Source: an optimization exercise on an open RTL-to-GDS flow (aim: small area and a short achievable clock period). Production flows keep margins and buffers that such runs may drop. In this exercise RTL edits were held to simulation tests only and were not proved equivalent to the original. Power figures rest on the tool's default switching activity, not on a simulated workload.

## run 1
==> flow/design.v <==
`default_nettype none
package mem_pkg;
  localparam int XLEN   = 64;
  localparam int STRB_W = XLEN / 8;
endpackage
`default_nettype wire
`timescale 1ns/1ps
`default_nettype none
module cmp_tree #(
  parameter int N = 32,
  parameter int M = 32     
) (
  input  logic [N-1:0] a,
  input  logic [N-1:0] b,
  output logic         lt,
  output logic         eq
);
  function automatic logic [1:0] fold(input logic [N-1:0] x, input logic [N-1:0] y);
    logic [M-1:0] l, e;
    l = '0;
    e = '1;
    for (int i = 0; i < N; i++) begin
      l[i] = !x[i] && y[i];
      e[i] = !(x[i] ^ y[i]);
    end
    for (int w = M / 2; w >= 1; w = w / 2) begin
      for (int j = 0; j < w; j++) begin
        l[j] = l[2*j+1] || (e[2*j+1] && l[2*j]);
        e[j] = e[2*j+1] && e[2*j];
      end
    end
    fold = {l[0], e[0]};
  endfunction
  assign {lt, eq} = fold(a, b);
endmodule
module pmp_checker (
  input  logic [63:0] addr,
  input  logic        is_write,
  input  logic [7:0]  pmpcfg0,
  input  logic [63:0] pmpaddr0,
  input  logic [1:0]  priv_mode,
  output logic        access_fault
);
  logic hi8_zero, hi10_zero;
  logic tor_lt, na4_eq, napot_eq;
  logic match, perm_ok;
  assign hi8_zero  = ~|addr[63:56];
  assign hi10_zero = hi8_zero & ~|addr[55:54];
  assign napot_eq  = addr[53:12] == pmpaddr0[53:12];
  cmp_tree #(.N(54), .M(64)) u_cmp (
    .a  (addr[55:2]),
    .b  (pmpaddr0[53:0]),
    .lt (tor_lt),
    .eq (na4_eq)
  );
  always_comb begin
    case (pmpcfg0[4:3])
      2'd1:    match = hi8_zero & tor_lt;
      2'd2:    match = hi8_zero & na4_eq;
      2'd3:    match = hi10_zero & napot_eq;
      default: match = 1'b0;
    endcase
  end
  assign perm_ok      = is_write ? pmpcfg0[1] : pmpcfg0[0];
  assign access_fault = match ? !perm_ok : (priv_mode != 2'd3);
endmodule
`default_nettype wire
`timescale 1ns/1ps
`default_nettype none
module lane_align (
  input  logic [7:0]  sel,       
  input  logic [1:0]  size,
  input  logic        unsigned_load,
  input  logic [63:0] rdata,
  output logic [63:0] shifted,
  output logic        sign
);
  always_comb begin
    shifted = '0;
    for (int j = 0; j < 8; j++) begin
      for (int k = 0; j + k < 8; k++) begin
        shifted[8*j +: 8] = shifted[8*j +: 8] | ({8{sel[k]}} & rdata[8*(j+k) +: 8]);
      end
    end
  end
  always_comb begin
    case (size)
      2'd0:    sign = shifted[7];
      2'd1:    sign = shifted[15];
      default: sign = shifted[31];
    endcase
    sign = sign & !unsigned_load;
  end
endmodule
`default_nettype wire
`timescale 1ns/1ps
`default_nettype none
module amo_alu (
  input  logic [31:0] a,
  input  logic [31:0] b,
  output logic [31:0] sum,
  output logic        lt_s,
  output logic        lt_u
);
  logic [31:0] p, g, gg;
  logic        lt31, eq31;
  assign p = a ^ b;
  assign g = a & b;
  function automatic logic [31:0] prefix_g(input logic [31:0] gi, input logic [31:0] pi);
    logic [31:0] gx, px;
    gx = gi;
    px = pi;
    for (int k = 0; k < 5; k++) begin
      for (int i = 0; i < 32; i++) begin
        if (i & (1 << k)) begin
          gx[i] = gx[i] | (px[i] & gx[((i >> k) << k) - 1]);
          px[i] = px[i] & px[((i >> k) << k) - 1];
        end
      end
    end
    prefix_g = gx;
  endfunction
  assign gg  = prefix_g(g, p);
  assign sum = p ^ {gg[30:0], 1'b0};
  cmp_tree #(.N(31), .M(32)) u_cmp (
    .a  (a[30:0]),
    .b  (b[30:0]),
    .lt (lt31),
    .eq (eq31)
  );
  assign lt_u = (a[31] ^ b[31]) ? b[31] : lt31;
  assign lt_s = (a[31] ^ b[31]) ? a[31] : lt31;
endmodule
`default_nettype wire
`timescale 1ns/1ps
`default_nettype none
module mem_stage (
  input  logic        clk,
  input  logic        reset,
  input  logic        start,
  input  logic        is_load,
  input  logic        is_store,
  input  logic        is_amo,
  input  logic        unsigned_load,
  input  logic [1:0]  size,
  input  logic [3:0]  amo_op,
  input  logic [63:0] addr,
  input  logic [63:0] wdata,
  input  logic [63:0] pmpaddr0,
  input  logic [7:0]  pmpcfg0,
  input  logic [1:0]  priv_mode,
  output logic        done,
  output logic        fault,
  output logic [63:0] result,
  output logic        dbus_valid,
  output logic [63:0] dbus_addr,
  output logic [63:0] dbus_wdata,
  output logic [7:0]  dbus_strobe,
  output logic [1:0]  dbus_size,
  input  logic        dbus_data_ok,
  input  logic [63:0] dbus_rdata
);
  localparam logic [3:0] PASS_LO = 4'b1100;
  localparam logic [3:0] PASS_HI = 4'b1010;
  localparam logic [3:0] F_XOR   = 4'b0110;
  localparam logic [3:0] F_AND   = 4'b1000;
  localparam logic [3:0] F_OR    = 4'b1110;
  logic        valid_q;     
  logic        done_q;
  logic        fault_q;
  logic        wr_q;        
  logic        amo_q;
  logic        ra_q;        
  logic        uns_q;
  logic [1:0]  size_q;
  logic [3:0]  op_q;
  logic [63:0] addr_q;
  logic [63:0] data_q;
  logic [3:0]  fn_lo_q, fn_hi_q;
  logic        sign_q;      
  logic [7:0]  osel_q;      
  logic [7:0]  strb_q;      
  logic        res_addr_q;  
  logic [2:0]  ext_q;       
  logic        idle, accept, is_mem, access_fault, last, cap;
  logic [1:0]  size_in;
  logic [63:0] store_data;
  logic [63:0] shifted;
  logic        sign;
  logic [7:0]  from_data;       
  logic [31:0] sum;
  logic        lt_s, lt_u;
  logic [3:0]  fn_amo;
  logic [7:0]  size_mask;
  assign idle    = !valid_q && !done_q;
  assign accept  = start && idle;
  assign is_mem  = is_load || is_store || is_amo;
  assign size_in = is_amo ? 2'd2 : size;
  assign last    = !amo_q || wr_q;
  assign cap     = valid_q && dbus_data_ok && !wr_q;    
  pmp_checker u_pmp (
    .addr         (addr),
    .is_write     (is_store || is_amo),
    .pmpcfg0      (pmpcfg0),
    .pmpaddr0     (pmpaddr0),
    .priv_mode    (priv_mode),
    .access_fault (access_fault)
  );
  always_ff @(posedge clk or posedge reset) begin
    if (reset) begin
      valid_q <= 1'b0;
      done_q  <= 1'b0;
      fault_q <= 1'b0;
    end else begin
      valid_q <= accept ? (is_mem && !access_fault)
                        : (valid_q && !(dbus_data_ok && last));
      done_q  <= accept ? (!is_mem || access_fault)
                        : (valid_q && dbus_data_ok && last);
      fault_q <= accept && is_mem && access_fault;
    end
  end
  always_comb begin
    case (size_in)
      2'd0:    store_data = {8{wdata[7:0]}};
      2'd1:    store_data = {4{wdata[15:0]}};
      2'd2:    store_data = {2{wdata[31:0]}};
      default: store_data = wdata;
    endcase
  end
  lane_align u_lane (
    .sel           (osel_q),
    .size          (size_q),
    .unsigned_load (uns_q),
    .rdata         (dbus_rdata),
    .shifted       (shifted),
    .sign          (sign)
  );
  amo_alu u_amo (
    .a    (shifted[31:0]),
    .b    (data_q[63:32]),
    .sum  (sum),
    .lt_s (lt_s),
    .lt_u (lt_u)
  );
  always_comb begin
    case (op_q)
      4'd0, 4'd1: fn_amo = PASS_HI;    
      4'd2:       fn_amo = F_XOR;
      4'd3:       fn_amo = F_AND;
      4'd4:       fn_amo = F_OR;
      4'd5:       fn_amo = lt_s ? PASS_LO : PASS_HI;
      4'd6:       fn_amo = lt_s ? PASS_HI : PASS_LO;
      4'd7:       fn_amo = lt_u ? PASS_LO : PASS_HI;
      4'd8:       fn_amo = lt_u ? PASS_HI : PASS_LO;
      default:    fn_amo = PASS_LO;    
    endcase
  end
  always_ff @(posedge clk) begin
    if (idle) begin
      wr_q    <= 1'b0;
      amo_q   <= is_amo;
      ra_q    <= !is_amo && (is_store || !is_load);
      uns_q   <= !is_amo && unsigned_load;
      size_q  <= size_in;
      op_q    <= amo_op;
      addr_q  <= addr;
      for (int k = 0; k < 8; k++) osel_q[k] <= (addr[2:0] == 3'(k));
      strb_q  <= size_mask << addr[2:0];
      res_addr_q <= (!is_amo && (is_store || !is_load)) || access_fault;
      ext_q   <= {size_in != 2'd3, !size_in[1], size_in == 2'd0};
      fn_lo_q <= PASS_LO;
      fn_hi_q <= PASS_HI;
    end else if (cap && amo_q) begin
      wr_q    <= 1'b1;
      fn_lo_q <= fn_amo;
      fn_hi_q <= fn_amo;
    end
    if (cap) sign_q <= sign;
    if (idle) data_q[31:0] <= store_data[31:0];
    else if (cap) data_q[31:0] <= shifted[31:0];
    if (idle) data_q[63:32] <= store_data[63:32];
    else if (cap && !amo_q) data_q[63:32] <= shifted[63:32];
    else if (cap && op_q == 4'd1) data_q[63:32] <= sum;
  end
  always_comb begin
    for (int i = 0; i < 32; i++) begin
      dbus_wdata[i]    = fn_lo_q[{data_q[i], data_q[32+i]}];
      dbus_wdata[32+i] = fn_hi_q[{data_q[i], data_q[32+i]}];
    end
  end
  assign done        = done_q;
  assign fault       = fault_q;
  assign dbus_valid  = valid_q;
  assign dbus_addr   = addr_q;
  assign dbus_size   = size_q;
  always_comb begin
    case (size_in)
      2'd0:    size_mask = 8'h01;
      2'd1:    size_mask = 8'h03;
      2'd2:    size_mask = 8'h0f;
      default: size_mask = 8'hff;
    endcase
  end
  assign dbus_strobe = (ra_q || wr_q) ? strb_q : 8'd0;
  assign from_data = {{4{!ext_q[2]}}, {2{!ext_q[1]}}, !ext_q[0], 1'b1};
  always_comb begin
    for (int k = 0; k < 8; k++) begin
      if (res_addr_q)       result[8*k +: 8] = addr_q[8*k +: 8];
      else if (from_data[k])    result[8*k +: 8] = data_q[8*k +: 8];
      else                  result[8*k +: 8] = {8{sign_q}};
    end
  end
endmodule
`default_nettype wire
export LEC_CHECK = 0
export ABC_AREA = 1
export CAP_MARGIN = 20
export CORE_MARGIN = 2
export CORE_UTILIZATION = 40
export PLACE_DENSITY = 0.6
export SETUP_SLACK_MARGIN = 4.5
export SLEW_MARGIN = 20
create_clock -name core_clock -period 8.0 [get_ports {clk}]
standard.sh (not shown) runs the stock make flow with config.mk's settings and CLKGATE_MAP_FILE= SYNTH_SCRIPT=/design/flow/synth_recipe.tcl, a recipe that flattens the netlist after the stock synthesis.
==> flow/flow/run.sh <==
#!/bin/bash
# The standard layout (standard.sh: the ORFS flow with the standard flow's synthesis script), run with
# a few settings changed through the environment:
#  - the port buffers that global placement inserts are buf_1 cells (buffer_ports otherwise
#    picks the slow clkdlybuf4s50_1); every port still gets its buffer;
#  - no full/half-adder cell extraction in synthesis (ADDER_MAP_FILE empty), so ABC maps the
#    adders and compare trees as plain logic. Registers and their names are unchanged;
#  - clock tree synthesis without dummy loads, with clkbuf_8 buffers (a small tree suffices
#    for about 150 flip-flops).
# The make output goes to make_finish.log; each ORFS step keeps its own log under orfs/logs.
set -euo pipefail
export BUFFER_PORTS_ARGS="-buffer_cell sky130_fd_sc_hd__buf_1"
export ADDER_MAP_FILE=
export CTS_ARGS="-sink_clustering_enable -repair_clock_nets -dont_use_dummy_load -buf_list sky130_fd_sc_hd__clkbuf_8"
bash standard.sh > make_finish.log 2>&1
Run 1: flow completed, timing, DRC and antenna clean
Relative to run 1, the following input files were edited for run 2:
-- flow/design.v --
<<< run 1, line 178
  logic [63:0] data_q;
  logic [3:0]  fn_lo_q, fn_hi_q;
  logic        sign_q;      
  logic [7:0]  osel_q;      
  logic [7:0]  strb_q;      
  logic        res_addr_q;  
  logic [2:0]  ext_q;       
  logic        idle, accept, is_mem, access_fault, last, cap;
  logic [1:0]  size_in;
>>> run 2, line 178
  logic [63:0] data_q;
  logic [3:0]  fn_lo_q, fn_hi_q;
  logic [7:0]  osel_q;      
  logic [7:0]  strb_q;      
  logic        idle, accept, is_mem, access_fault, last, cap;
  logic [1:0]  size_in;
<<< run 1, line 189
  logic        sign;
  logic [7:0]  from_data;       
  logic [31:0] sum;
  logic        lt_s, lt_u;
>>> run 2, line 186
  logic        sign;
  logic [7:0]  from_data;       
  logic [63:0] load_value;
  logic [31:0] sum;
  logic        lt_s, lt_u;
<<< run 1, line 264
      size_q  <= size_in;
      op_q    <= amo_op;
      addr_q  <= addr;
      for (int k = 0; k < 8; k++) osel_q[k] <= (addr[2:0] == 3'(k));
      strb_q  <= size_mask << addr[2:0];
      res_addr_q <= (!is_amo && (is_store || !is_load)) || access_fault;
      ext_q   <= {size_in != 2'd3, !size_in[1], size_in == 2'd0};
      fn_lo_q <= PASS_LO;
      fn_hi_q <= PASS_HI;
>>> run 2, line 262
      size_q  <= size_in;
      op_q    <= amo_op;
      for (int k = 0; k < 8; k++) osel_q[k] <= (addr[2:0] == 3'(k));
      strb_q  <= size_mask << addr[2:0];
      fn_lo_q <= PASS_LO;
      fn_hi_q <= PASS_HI;
<<< run 1, line 276
      fn_hi_q <= fn_amo;
    end
    if (cap) sign_q <= sign;
    if (idle) data_q[31:0] <= store_data[31:0];
    else if (cap) data_q[31:0] <= shifted[31:0];
    if (idle) data_q[63:32] <= store_data[63:32];
    else if (cap && !amo_q) data_q[63:32] <= shifted[63:32];
    else if (cap && op_q == 4'd1) data_q[63:32] <= sum;
  end
  always_comb begin
>>> run 2, line 271
      fn_hi_q <= fn_amo;
    end
    if (idle) addr_q <= addr;
    else if (valid_q && dbus_data_ok && (wr_q || (!ra_q && !amo_q)))
      addr_q <= wr_q ? {{32{data_q[31]}}, data_q[31:0]} : load_value;
    if (idle) data_q[31:0] <= store_data[31:0];
    else if (cap) data_q[31:0] <= shifted[31:0];
    if (idle) data_q[63:32] <= store_data[63:32];
    else if (cap && amo_q && op_q == 4'd1) data_q[63:32] <= sum;
  end
  always_comb begin
<<< run 1, line 292
  assign fault       = fault_q;
  assign dbus_valid  = valid_q;
  assign dbus_addr   = addr_q;
  assign dbus_size   = size_q;
  always_comb begin
>>> run 2, line 288
  assign fault       = fault_q;
  assign dbus_valid  = valid_q;
  assign dbus_addr   = addr_q;    
  assign dbus_size   = size_q;
  always_comb begin
<<< run 1, line 303
  end
  assign dbus_strobe = (ra_q || wr_q) ? strb_q : 8'd0;
  assign from_data = {{4{!ext_q[2]}}, {2{!ext_q[1]}}, !ext_q[0], 1'b1};
  always_comb begin
    for (int k = 0; k < 8; k++) begin
      if (res_addr_q)       result[8*k +: 8] = addr_q[8*k +: 8];
      else if (from_data[k])    result[8*k +: 8] = data_q[8*k +: 8];
      else                  result[8*k +: 8] = {8{sign_q}};
    end
  end
endmodule
`default_nettype wire
>>> run 2, line 299
  end
  assign dbus_strobe = (ra_q || wr_q) ? strb_q : 8'd0;
  assign from_data = {{4{size_q == 2'd3}}, {2{size_q[1]}}, size_q != 2'd0, 1'b1};
  always_comb begin
    for (int k = 0; k < 8; k++) begin
      load_value[8*k +: 8] = from_data[k] ? shifted[8*k +: 8] : {8{sign}};
    end
  end
  assign result = addr_q;
endmodule
`default_nettype wire
Results
Run 2 vs run 1 — sequential cell area share rose 0.15 points.
Highest metal layer with signal wires = met5: run 1; highest metal layer with signal wires = met4: run 2
Run 2 ends up with higher switching share of total power than run 1 does.
Any difference in final-layout setup total negative slack between run 2 and run 1 is small enough to ignore.
Re global-route wire length before repair: run 1 and run 2 aren't equal, and the higher value belongs to run 2.
Summary of run 2 over run 1: achievable clock frequency decreased 1.6%, latest clock arrival within the worst-skew pair grew by 20 ps.
Run 2 finished end to end and its layout was clean on timing, DRC and antenna.

## static timing again, ports no longer ideal
Ports are ideal in the flow. The routed layouts listed here were re-timed in OpenROAD. Step 1 sets driving cells, clkbuf_16 on the clock port and buf_2 on the other inputs (assumed; they add their load-dependent delay and slew). Step 2, shift: input delay + t, output delay - t, t = (earliest + latest rising clock arrival at the registers) / 2. This alone moves slack from input paths to output paths. Three values: ideal, step 1, step 2; two values: the first two.
run	shift t [ns]	setup slack, ns	latest minus earliest clock arrival (ns)
run 1	0.539	4.468 / 4.418 / 4.024	0.032 / 0.032
run 2	0.567	4.409 / 4.435 / 3.868	0.026 / 0.027
After both steps setup and hold are still met in every run listed. For run 2, which loses most, drivers alone change the setup slack by +0.026 ns; drivers and shift together by -0.541 ns.
